From an optimization exercise on the open Yosys and OpenROAD flow, aimed at small area; shortcuts taken in it are not production practice.
RTL that was checked went through simulation tests only; none was proved equivalent to the original.
Power and IR drop assume default switching activity.

Q:
==> module paddle_bank, before the edit <==
module paddle_bank (
  input  logic         ball_clk,
  input  logic         reset,
  input  logic [3:0]   direction_switch,
  output logic [19:0]  base_y,   
  output logic [1:0]   merged,   
  output logic [143:0] paddles
);
  localparam logic [71:0] pad_x = {12'd590, 12'd50, 12'd490, 12'd150, 12'd490, 12'd150};
  for (genvar t = 0; t < 2; t++) begin : g_team
    logic [9:0]  y;
    logic        m;
    logic        go_down, go_up, at_ceil, at_floor;
    logic [11:0] y_nxt;
    assign go_down  = direction_switch[2*t] & ~direction_switch[2*t+1];
    assign go_up    = direction_switch[2*t+1] & ~direction_switch[2*t];
    assign at_ceil  = m ? (y == 10'd555) : (y == 10'd315);
    assign at_floor = (y == 10'd0);
    assign y_nxt = pong_geom_pkg::step12({2'b00, y}, go_up | go_down, go_up);
    always_ff @(posedge ball_clk or negedge reset) begin
      if (!reset) begin
        y <= 10'd120;
        m <= 1'b0;
      end else if (go_down & at_ceil) begin
        y <= 10'd0;
        m <= 1'b1;
      end else if (go_up & at_floor) begin
        y <= 10'd555;
        m <= 1'b1;
      end else begin
        y <= y_nxt[9:0];
      end
    end
    logic       s;
    logic [9:0] y_240, y_120;
    assign s = ~m;
    for (genvar i = 0; i < 10; i++) begin : g_add
      if (i < 4) begin : g_lo240
        assign y_240[i] = y[i];
      end else if (i == 4) begin : g_first240
        assign y_240[i] = y[i] ^ s;
      end else if (i < 8) begin : g_mid240
        assign y_240[i] = y[i] ^ (s & ~(|y[i-1:4]));
      end else begin : g_hi240
        assign y_240[i] = y[i] ^ (s & (|y[7:4]) & (&y[i-1:8] | (i == 8)));
      end
      if (i < 3) begin : g_lo120
        assign y_120[i] = y[i];
      end else if (i == 3) begin : g_first120
        assign y_120[i] = y[i] ^ s;
      end else if (i < 7) begin : g_mid120
        assign y_120[i] = y[i] ^ (s & ~(|y[i-1:3]));
      end else begin : g_hi120
        assign y_120[i] = y[i] ^ (s & (|y[6:3]) & (&y[i-1:7] | (i == 7)));
      end
    end
    assign base_y[10*t +: 10] = y;
    assign merged[t]          = m;
    assign paddles[24*t +: 24]     = {pad_x[12*(t) +: 12], 2'b00, y};
    assign paddles[24*(t+2) +: 24] = {pad_x[12*(t+2) +: 12], 2'b00, y_240};
    assign paddles[24*(t+4) +: 24] = {pad_x[12*(t+4) +: 12], 2'b00, y_120};
  end
endmodule
==> module ball_motion, before the edit <==
module ball_motion (
  input  logic                       ball_clk,
  input  logic                       reset,
  input  pong_play_pkg::game_state_t state,
  input  logic                       serve,
  input  pong_play_pkg::dir_t        serve_dir,
  input  pong_play_pkg::hit_t        hit,
  output pong_geom_pkg::point_t      ball,
  output pong_play_pkg::dir_t        ball_dir
);
  logic [2:0]  d;
  logic        mv, left, up, down, xflip, yflip, neg;
  logic [12:0] sx, sy;
  logic [2:0]  nd;
  assign d    = ball_dir;
  assign left = d[0] ^ d[1];
  assign down = d[1];
  assign up   = ~d[2] & ~d[1];
  assign mv   = (state == pong_play_pkg::st_play);
  assign xflip = left ? (ball.x == 12'sd20) : (ball.x == 12'sd620);
  assign yflip = (up & (ball.y == 12'sd0)) | (down & (ball.y == 12'sd480));
  logic [2:0] dlo;
  logic [2:0] xlo;
  logic       clo;
  logic [11:0] xhi;
  assign neg = hit.valid ? ~hit.back : left;
  assign dlo = {hit.valid ^ neg, neg, 1'b1};
  always_comb begin
    logic c;
    c = 1'b0;
    for (int i = 0; i < 3; i++) begin
      xlo[i] = ball.x[i] ^ dlo[i] ^ c;
      c      = (ball.x[i] & dlo[i]) | (c & (ball.x[i] | dlo[i]));
    end
    clo = c;
  end
  assign xhi = pong_geom_pkg::step12({3'b000, ball.x[11:3]}, clo ^ neg, neg);
  assign sx  = {1'b0, xhi[8:0], xlo};
  assign sy  = {1'b0, pong_geom_pkg::step12(ball.y, up | down, up)};
  always_comb begin
    if (hit.valid)  nd = {hit.zone == pong_play_pkg::zone_centre,
                          hit.zone == pong_play_pkg::zone_lower, ~hit.back};
    else if (xflip) nd = d ^ 3'd1;
    else if (yflip) nd = d ^ 3'd3;
    else            nd = d;
  end
  always_ff @(posedge ball_clk or negedge reset) begin
    if (!reset) begin
      ball     <= {12'sd320, 12'sd240};
      ball_dir <= pong_play_pkg::dir_up_right;
    end else if (serve) begin  
      ball     <= {12'sd320, 12'sd240};
      ball_dir <= serve_dir;
    end else begin
      if (mv) begin
        ball     <= {sx[11:0], sy[11:0]};
        ball_dir <= pong_play_pkg::dir_t'(nd);
      end
    end
  end
endmodule
==> module game_fsm, before the edit <==
module game_fsm (
  input  logic                       ball_clk,
  input  logic                       reset,
  input  logic                       start_game,  
  input  pong_geom_pkg::point_t      ball,
  output pong_play_pkg::game_state_t state,
  output logic                       serve,       
  output pong_play_pkg::dir_t        serve_dir
);
  logic goal;
  assign goal = (state == pong_play_pkg::st_play) &
                pong_geom_pkg::cgt(ball.y, pong_geom_pkg::goal_y_lo) & pong_geom_pkg::clt(ball.y, pong_geom_pkg::goal_y_hi) &
                (pong_geom_pkg::clt(ball.x, pong_geom_pkg::goal_x_lo) | pong_geom_pkg::cgt(ball.x, pong_geom_pkg::goal_x_hi));
  always_ff @(posedge ball_clk or negedge reset) begin
    if (!reset) begin
      state     <= pong_play_pkg::st_idle;
      serve     <= 1'b0;
      serve_dir <= pong_play_pkg::dir_up_right;
    end else begin
      serve <= goal;
      case (state)
        pong_play_pkg::st_idle: if (!start_game) state <= pong_play_pkg::st_play;
        default:                if (goal) state <= pong_play_pkg::st_idle;
      endcase
      if (goal) begin
        case (serve_dir)
          pong_play_pkg::dir_up_right:   serve_dir <= pong_play_pkg::dir_up_left;
          pong_play_pkg::dir_up_left:    serve_dir <= pong_play_pkg::dir_down_left;
          pong_play_pkg::dir_down_left:  serve_dir <= pong_play_pkg::dir_down_right;
          pong_play_pkg::dir_down_right: serve_dir <= pong_play_pkg::dir_right;
          pong_play_pkg::dir_right:      serve_dir <= pong_play_pkg::dir_left;
          default:                       serve_dir <= pong_play_pkg::dir_up_right;
        endcase
      end
    end
  end
endmodule
==> flow/config.mk <==
export PLATFORM = sky130hd
export DESIGN_NAME = pong_top
export DESIGN_NICKNAME = pong_top
export VERILOG_FILES = /design/flow/design.v
export SDC_FILE = /design/flow/constraint.sdc
export NUM_CORES = 4
export LEC_CHECK = 0
export CAP_MARGIN = 20
export CORE_MARGIN = 2
export CORE_UTILIZATION = 40
export CTS_BUF_LIST = sky130_fd_sc_hd__clkbuf_2 sky130_fd_sc_hd__clkbuf_4 sky130_fd_sc_hd__clkbuf_8
export SLEW_MARGIN = 20
==> flow/constraint.sdc <==
create_clock -name core_clock -period 8.0 [get_ports {ball_clk}]
set_input_delay 1.6000 -clock core_clock [delete_from_list [all_inputs] [get_ports {ball_clk}]]
set_output_delay 1.6000 -clock core_clock [all_outputs]
set_load 0.01 [all_outputs]
standard.sh (not shown) runs the stock make flow with config.mk's settings and CLKGATE_MAP_FILE= SYNTH_SCRIPT=/design/flow/synth_recipe.tcl, a recipe that flattens the netlist after the stock synthesis.
==> flow/flow/run.sh <==
#!/bin/bash
# The standard layout (the standard.sh, unchanged synthesis), with two
# placement choices: ports buffered with the smallest buffer, and constant
# outputs left on the single tie cells that synthesis made.
set -euo pipefail
export BUFFER_PORTS_ARGS="-buffer_cell sky130_fd_sc_hd__buf_1"
export SKIP_REPAIR_TIE_FANOUT=1
bash standard.sh > standard.log 2>&1
Q ended with every stage complete and zero timing, DRC or antenna violations.
The following lists how S was set up differently from Q:
-- flow/design.v --
<<< Q, line 109
    assign at_ceil  = m ? (y == 10'd555) : (y == 10'd315);
    assign at_floor = (y == 10'd0);
    assign y_nxt = pong_geom_pkg::step12({2'b00, y}, go_up | go_down, go_up);
    always_ff @(posedge ball_clk or negedge reset) begin
      if (!reset) begin
>>> S, line 109
    assign at_ceil  = m ? (y == 10'd555) : (y == 10'd315);
    assign at_floor = (y == 10'd0);
    assign y_nxt = go_up ? pong_geom_pkg::step12({2'b00, y}, 1'b1, 1'b1) : pong_geom_pkg::step12({2'b00, y}, go_down, 1'b0);
    always_ff @(posedge ball_clk or negedge reset) begin
      if (!reset) begin
<<< Q, line 269
  logic [11:0] xhi;
  assign neg = hit.valid ? ~hit.back : left;
  assign dlo = {hit.valid ^ neg, neg, 1'b1};
  always_comb begin
    logic c;
>>> S, line 269
  logic [11:0] xhi;
  assign neg = hit.valid ? ~hit.back : left;
  assign dlo = {mv & (hit.valid ^ neg), mv & neg, mv};
  always_comb begin
    logic c;
<<< Q, line 279
    clo = c;
  end
  assign xhi = pong_geom_pkg::step12({3'b000, ball.x[11:3]}, clo ^ neg, neg);
  assign sx  = {1'b0, xhi[8:0], xlo};
  assign sy  = {1'b0, pong_geom_pkg::step12(ball.y, up | down, up)};
  always_comb begin
    if (hit.valid)  nd = {hit.zone == pong_play_pkg::zone_centre,
>>> S, line 279
    clo = c;
  end
  assign xhi = pong_geom_pkg::step12({3'b000, ball.x[11:3]}, mv & (clo ^ neg), neg);
  assign sx  = {1'b0, xhi[8:0], xlo};
  assign sy  = {1'b0, pong_geom_pkg::step12(ball.y, mv & (up | down), up)};
  always_comb begin
    if (hit.valid)  nd = {hit.zone == pong_play_pkg::zone_centre,
<<< Q, line 297
      ball_dir <= serve_dir;
    end else begin
      if (mv) begin
        ball     <= {sx[11:0], sy[11:0]};
        ball_dir <= pong_play_pkg::dir_t'(nd);
      end
    end
  end
>>> S, line 297
      ball_dir <= serve_dir;
    end else begin
      ball     <= {sx[11:0], sy[11:0]};
      ball_dir <= mv ? pong_play_pkg::dir_t'(nd) : ball_dir;
    end
  end
<<< Q, line 317
                pong_geom_pkg::cgt(ball.y, pong_geom_pkg::goal_y_lo) & pong_geom_pkg::clt(ball.y, pong_geom_pkg::goal_y_hi) &
                (pong_geom_pkg::clt(ball.x, pong_geom_pkg::goal_x_lo) | pong_geom_pkg::cgt(ball.x, pong_geom_pkg::goal_x_hi));
  always_ff @(posedge ball_clk or negedge reset) begin
    if (!reset) begin
      state     <= pong_play_pkg::st_idle;
      serve     <= 1'b0;
      serve_dir <= pong_play_pkg::dir_up_right;
    end else begin
      serve <= goal;
      case (state)
        pong_play_pkg::st_idle: if (!start_game) state <= pong_play_pkg::st_play;
>>> S, line 315
                pong_geom_pkg::cgt(ball.y, pong_geom_pkg::goal_y_lo) & pong_geom_pkg::clt(ball.y, pong_geom_pkg::goal_y_hi) &
                (pong_geom_pkg::clt(ball.x, pong_geom_pkg::goal_x_lo) | pong_geom_pkg::cgt(ball.x, pong_geom_pkg::goal_x_hi));
  assign serve = (state == pong_play_pkg::st_idle) &
                 ~(~ball.x[11] & ~ball.x[10] & ~ball.x[9] & ball.x[8]);
  always_ff @(posedge ball_clk or negedge reset) begin
    if (!reset) begin
      state     <= pong_play_pkg::st_idle;
      serve_dir <= pong_play_pkg::dir_up_right;
    end else begin
      case (state)
        pong_play_pkg::st_idle: if (!start_game) state <= pong_play_pkg::st_play;
[summary]
S consumes less power than Q does.
Relative to Q, minimum setup slack in the final design has increased by 0.079 ns in S.
Diff Q -> S: global-route wire length before repair now smaller, layout multi-input combinational cell count went down by 57.
On final clock period utilization by the worst path: S sits below Q.
Routed wirelength normalized by instance count for S is lower than for Q.
Diff S and Q: netlist area before placement lower in S
Comparing S and Q, the higher fraction of power consumed by combinational cells was measured on Q.
In the tables for S and Q, minimum clock period reads higher with Q.
The RTL of Q was laid out without a check of its function.

afterwards: timing with drivers on the ports:
How much do the figures lean on ideal ports? The routed layouts below were timed once more, with nothing changed but the port constraints. Step 1: set_driving_cell puts a clkbuf_16 on ball_clk and a buf_2 on each other input, an assumption about the parent block. Step 2 adds t to the input delays and takes it off the output delays; t is the mean of the earliest and latest rising clock arrival at the registers after step 1. Input paths then give back, and output paths get back, about the clock's delay inside the block. a / b / c = no drivers / after step 1 / after step 2; a / b = the first two.
| run | t (ns) | setup slack, ns | worst data-port slew with drivers (ns) | cell pins on the clock port's net |
|---|---|---|---|---|
| Q | 0.359 | 0.429 / 0.429 / 0.429 | 0.03 | 1 |
| S | 0.361 | 0.508 / 0.508 / 0.508 | 0.03 | 1 |
After both steps setup and hold are still met in every run listed.
